Background: an optimization exercise with open tools, aiming at small area. Do not read the settings as production practice. At most, simulation tests tie the RTL to the original design; equivalence was not proved. No activity file was given, so power comes from the tool's default toggle rates.

==> flow/design.v <==
package madd_pkg;
  localparam int WinLen    = 16;
  localparam int WinLog    = $clog2(WinLen);
  localparam int SmpW      = 16;
  localparam int SumW      = SmpW + WinLog;
  localparam int DevW      = SumW + 1;
  localparam int ThrW      = 15;
  localparam int HoldW     = 8;
  localparam int LimW      = ThrW + WinLog;
  localparam int CfgIdxW   = 1;
  localparam int CfgDataW  = 15;
  localparam int EvtW      = 2;
  localparam int OutTdataW = 8;
  localparam logic [ThrW-1:0]  ThrRst  = ThrW'(768);
  localparam logic [HoldW-1:0] HoldRst = HoldW'(30);
  typedef enum logic [CfgIdxW-1:0] {
    CfgThreshold = 1'b0,
    CfgHoldoff   = 1'b1
  } cfg_idx_e;
  typedef enum logic [EvtW-1:0] {
    EvtNone    = 2'd0,
    EvtBump    = 2'd1,
    EvtPothole = 2'd2
  } evt_e;
  typedef struct packed {
    logic                   vld;
    logic signed [SmpW-1:0] data;
  } cell_t;
endpackage
module madd_cell (
  input  logic                        clk_i,
  input  logic                        en_i,
  input  logic [madd_pkg::SmpW-1:0]   d_i,
  output logic [madd_pkg::SmpW-1:0]   q_o
);
  always_ff @(posedge clk_i) begin
    if (en_i) begin
      q_o <= d_i;
    end
  end
endmodule
module madd_eval (
  input  logic signed [madd_pkg::SmpW-1:0]  smp_i,
  input  logic signed [madd_pkg::SumW-1:0]  sum_i,
  input  logic        [madd_pkg::ThrW-1:0]  thr_i,
  output logic                              hit_pos_o,
  output logic                              hit_neg_o
);
  localparam int SmpW = madd_pkg::SmpW;
  localparam int SumW = madd_pkg::SumW;
  localparam int ThrW = madd_pkg::ThrW;
  localparam int EW   = SmpW + 1;
  localparam int CW   = EW + 1;
  logic [SmpW-1:0] q;
  logic            nz;
  logic [EW-1:0]   e;
  logic [CW-1:0]   c_pos, c_neg;
  assign q  = sum_i[SumW-1:SumW-SmpW];
  assign nz = |sum_i[SumW-SmpW-1:0];
  assign e  = {smp_i[SmpW-1], smp_i} + {~q[SmpW-1], ~q};
  assign c_pos = {e[EW-1], e} + {1'b1, 2'b11, ~thr_i} + CW'(1);
  assign c_neg = {~e[EW-1], ~e} + {1'b1, 2'b11, ~thr_i} + CW'(nz);
  assign hit_pos_o = !c_pos[CW-1];
  assign hit_neg_o = !c_neg[CW-1];
endmodule
module moving_average_deviation_detector_unit (
  input  logic                               clk_i,
  input  logic                               rst_ni,
  input  logic                               cfg_we_i,
  input  logic [madd_pkg::CfgIdxW-1:0]       cfg_idx_i,
  input  logic [madd_pkg::CfgDataW-1:0]      cfg_wdata_i,
  input  logic                               s_axis_tvalid,
  output logic                               s_axis_tready,
  input  logic [madd_pkg::SmpW-1:0]          s_axis_tdata,   
  output logic                               m_axis_tvalid,
  input  logic                               m_axis_tready,
  output logic [madd_pkg::OutTdataW-1:0]     m_axis_tdata    
);
  localparam int WinLen = madd_pkg::WinLen;
  localparam int SumW   = madd_pkg::SumW;
  localparam int SmpW   = madd_pkg::SmpW;
  localparam int HoldW  = madd_pkg::HoldW;
  logic [madd_pkg::ThrW-1:0] thr_q;
  logic [HoldW-1:0]          hold_len_q;
  always_ff @(posedge clk_i or negedge rst_ni) begin
    if (!rst_ni) begin
      thr_q      <= madd_pkg::ThrRst;
      hold_len_q <= madd_pkg::HoldRst;
    end else if (cfg_we_i) begin
      if (cfg_idx_i == madd_pkg::CfgHoldoff) begin
        hold_len_q <= cfg_wdata_i[HoldW-1:0];
      end else begin
        thr_q <= cfg_wdata_i[madd_pkg::ThrW-1:0];
      end
    end
  end
  logic ovld_q;
  logic accept;
  assign s_axis_tready = !ovld_q || m_axis_tready;
  assign accept        = s_axis_tvalid && s_axis_tready;
  logic [SmpW-1:0] win [WinLen];
  assign win[0] = s_axis_tdata;
  for (genvar k = 0; k < WinLen - 1; k++) begin : g_cell
    madd_cell u_cell (
      .clk_i (clk_i),
      .en_i  (accept),
      .d_i   (win[k]),
      .q_o   (win[k+1])
    );
  end
  logic                   fill_q;
  logic signed [SumW-1:0] sum_q;
  logic signed [SumW-1:0] sum_all;
  logic [SmpW-1:0]        smp_in, smp_out;
  assign smp_in  = accept ? s_axis_tdata : '0;
  assign smp_out = (accept && fill_q) ? win[WinLen-1] : '0;
  assign sum_all = sum_q + SumW'($signed(smp_in));
  always_ff @(posedge clk_i or negedge rst_ni) begin
    if (!rst_ni) begin
      sum_q <= '0;
    end else begin
      sum_q <= sum_all - SumW'($signed(smp_out));
    end
  end
  logic hit_pos, hit_neg;
  madd_eval u_eval (
    .smp_i     (s_axis_tdata),
    .sum_i     (sum_all),
    .thr_i     (thr_q),
    .hit_pos_o (hit_pos),
    .hit_neg_o (hit_neg)
  );
  logic [HoldW-1:0] hold_q;
  madd_pkg::evt_e   evt_q;
  always_ff @(posedge clk_i or negedge rst_ni) begin
    if (!rst_ni) begin
      hold_q <= HoldW'(WinLen - 1);
      fill_q <= 1'b0;
      ovld_q <= 1'b0;
    end else begin
      if (accept) begin
        if (hold_q != '0) begin
          hold_q <= hold_q - 1'b1;
        end else if (hit_pos || hit_neg) begin
          hold_q <= hold_len_q;
        end
        if (hold_q == HoldW'(1)) begin
          fill_q <= 1'b1;
        end
      end
      ovld_q <= accept || (ovld_q && !m_axis_tready);
    end
  end
  always_ff @(posedge clk_i) begin
    if (accept) begin
      if (hold_q != '0) begin
        evt_q <= madd_pkg::EvtNone;
      end else if (hit_pos) begin
        evt_q <= madd_pkg::EvtBump;
      end else if (hit_neg) begin
        evt_q <= madd_pkg::EvtPothole;
      end else begin
        evt_q <= madd_pkg::EvtNone;
      end
    end
  end
  assign m_axis_tvalid = ovld_q;
  assign m_axis_tdata  = madd_pkg::OutTdataW'(evt_q);
endmodule
export LEC_CHECK = 0
export CAP_MARGIN = 20
export CORE_MARGIN = 2
export CORE_UTILIZATION = 40
export SLEW_MARGIN = 20
create_clock -name core_clock -period 4.5 [get_ports {clk_i}]
run.sh (not shown) runs the stock make flow with config.mk's settings and CLKGATE_MAP_FILE= SYNTH_SCRIPT=/design/flow/synth_recipe.tcl, a recipe that flattens the netlist after the stock synthesis.
The starting point finished with setup timing left.
Change:
--- a/flow/design.v
+++ b/flow/design.v
@@ -40,28 +40,28 @@
   end
 endmodule
 module madd_eval (
-  input  logic signed [madd_pkg::SmpW-1:0]  smp_i,
-  input  logic signed [madd_pkg::SumW-1:0]  sum_i,
-  input  logic        [madd_pkg::ThrW-1:0]  thr_i,
-  output logic                              hit_pos_o,
-  output logic                              hit_neg_o
+  input  logic [madd_pkg::SmpW-1:0]  smp_i,
+  input  logic [madd_pkg::SumW-1:0]  sum_i,
+  input  logic [madd_pkg::ThrW-1:0]  thr_i,
+  output logic                       hit_pos_o,
+  output logic                       hit_neg_o
 );
   localparam int SmpW = madd_pkg::SmpW;
   localparam int SumW = madd_pkg::SumW;
   localparam int ThrW = madd_pkg::ThrW;
-  localparam int EW   = SmpW + 1;
-  localparam int CW   = EW + 1;
-  logic [SmpW-1:0] q;
-  logic            nz;
-  logic [EW-1:0]   e;
-  logic [CW-1:0]   c_pos, c_neg;
-  assign q  = sum_i[SumW-1:SumW-SmpW];
+  localparam int BW   = SmpW + 2;
+  logic [BW-1:0] x, t, q, lo, hi, c_pos, c_neg;
+  logic          nz;
+  assign x  = {{2{smp_i[SmpW-1]}}, smp_i};
+  assign t  = BW'(thr_i);
+  assign q  = {{2{sum_i[SumW-1]}}, sum_i[SumW-1:SumW-SmpW]};
   assign nz = |sum_i[SumW-SmpW-1:0];
-  assign e  = {smp_i[SmpW-1], smp_i} + {~q[SmpW-1], ~q};
-  assign c_pos = {e[EW-1], e} + {1'b1, 2'b11, ~thr_i} + CW'(1);
-  assign c_neg = {~e[EW-1], ~e} + {1'b1, 2'b11, ~thr_i} + CW'(nz);
-  assign hit_pos_o = !c_pos[CW-1];
-  assign hit_neg_o = !c_neg[CW-1];
+  assign lo = x + ~t;           
+  assign hi = x + t;            
+  assign c_pos = lo + ~q + BW'(1);
+  assign c_neg = q + ~hi + BW'(nz);
+  assign hit_pos_o = !c_pos[BW-1];
+  assign hit_neg_o = !c_neg[BW-1];
 endmodule
 module moving_average_deviation_detector_unit (
   input  logic                               clk_i,
@@ -108,18 +108,16 @@
       .q_o   (win[k+1])
     );
   end
-  logic                   fill_q;
-  logic signed [SumW-1:0] sum_q;
-  logic signed [SumW-1:0] sum_all;
-  logic [SmpW-1:0]        smp_in, smp_out;
-  assign smp_in  = accept ? s_axis_tdata : '0;
-  assign smp_out = (accept && fill_q) ? win[WinLen-1] : '0;
-  assign sum_all = sum_q + SumW'($signed(smp_in));
+  logic            fill_q;
+  logic [SumW-1:0] sum_q, sum_all, smp_ext, out_ext;
+  assign smp_ext = {{(SumW-SmpW){s_axis_tdata[SmpW-1]}}, s_axis_tdata};
+  assign out_ext = fill_q ? {{(SumW-SmpW){win[WinLen-1][SmpW-1]}}, win[WinLen-1]} : '0;
+  assign sum_all = sum_q + smp_ext;
   always_ff @(posedge clk_i or negedge rst_ni) begin
     if (!rst_ni) begin
       sum_q <= '0;
-    end else begin
-      sum_q <= sum_all - SumW'($signed(smp_out));
+    end else if (accept) begin
+      sum_q <= sum_all - out_ext;
     end
   end
   logic hit_pos, hit_neg;
=>
- The new run completed and failed the layout checks on setup timing
- clock-buffer cell count went up by 1
- via count shrinks by 12%
- power came out lower by 11%
- fmax is higher by 41%
- routed wire length goes down by 6.7%
- die area drops by 2.8%
- non-clock buffer count shrinks by 65
- utilization went down by 1.6 points
- clock skew stays flat
- worst hold slack gains 32 ps
- clock power hardly moves
- cell count falls by 12%
Function not checked in the second run of this note: the RTL went through the layout flow alone.

-- afterwards: timing with drivers on the ports --
The flow's constraints put no driver on any port. The routed layouts listed below were extracted and timed again, unchanged, in two steps. Step 1: set_driving_cell puts a clkbuf_16 on clk_i and a buf_2 on each other input, an assumption about the parent block. Step 2, shift: input delay + t, output delay - t, t = (earliest + latest rising clock arrival at the registers) / 2. This alone moves slack from input paths to output paths. Three values: ideal ports, drivers, drivers and shift; two values: the first two.
| run | t (ns) | slack for setup (ns) | clock arrival spread, ns |
|---|---|---|---|
| the first run | 0.598 | -2.102 / -2.086 / -2.684 | 0.019 / 0.020 |
| the second run | 0.595 | -0.169 / -0.158 / -0.750 | 0.019 / 0.019 |
The setup slack of the first run, which loses most, moves by +0.016 ns with the drivers and by -0.582 ns with both steps.
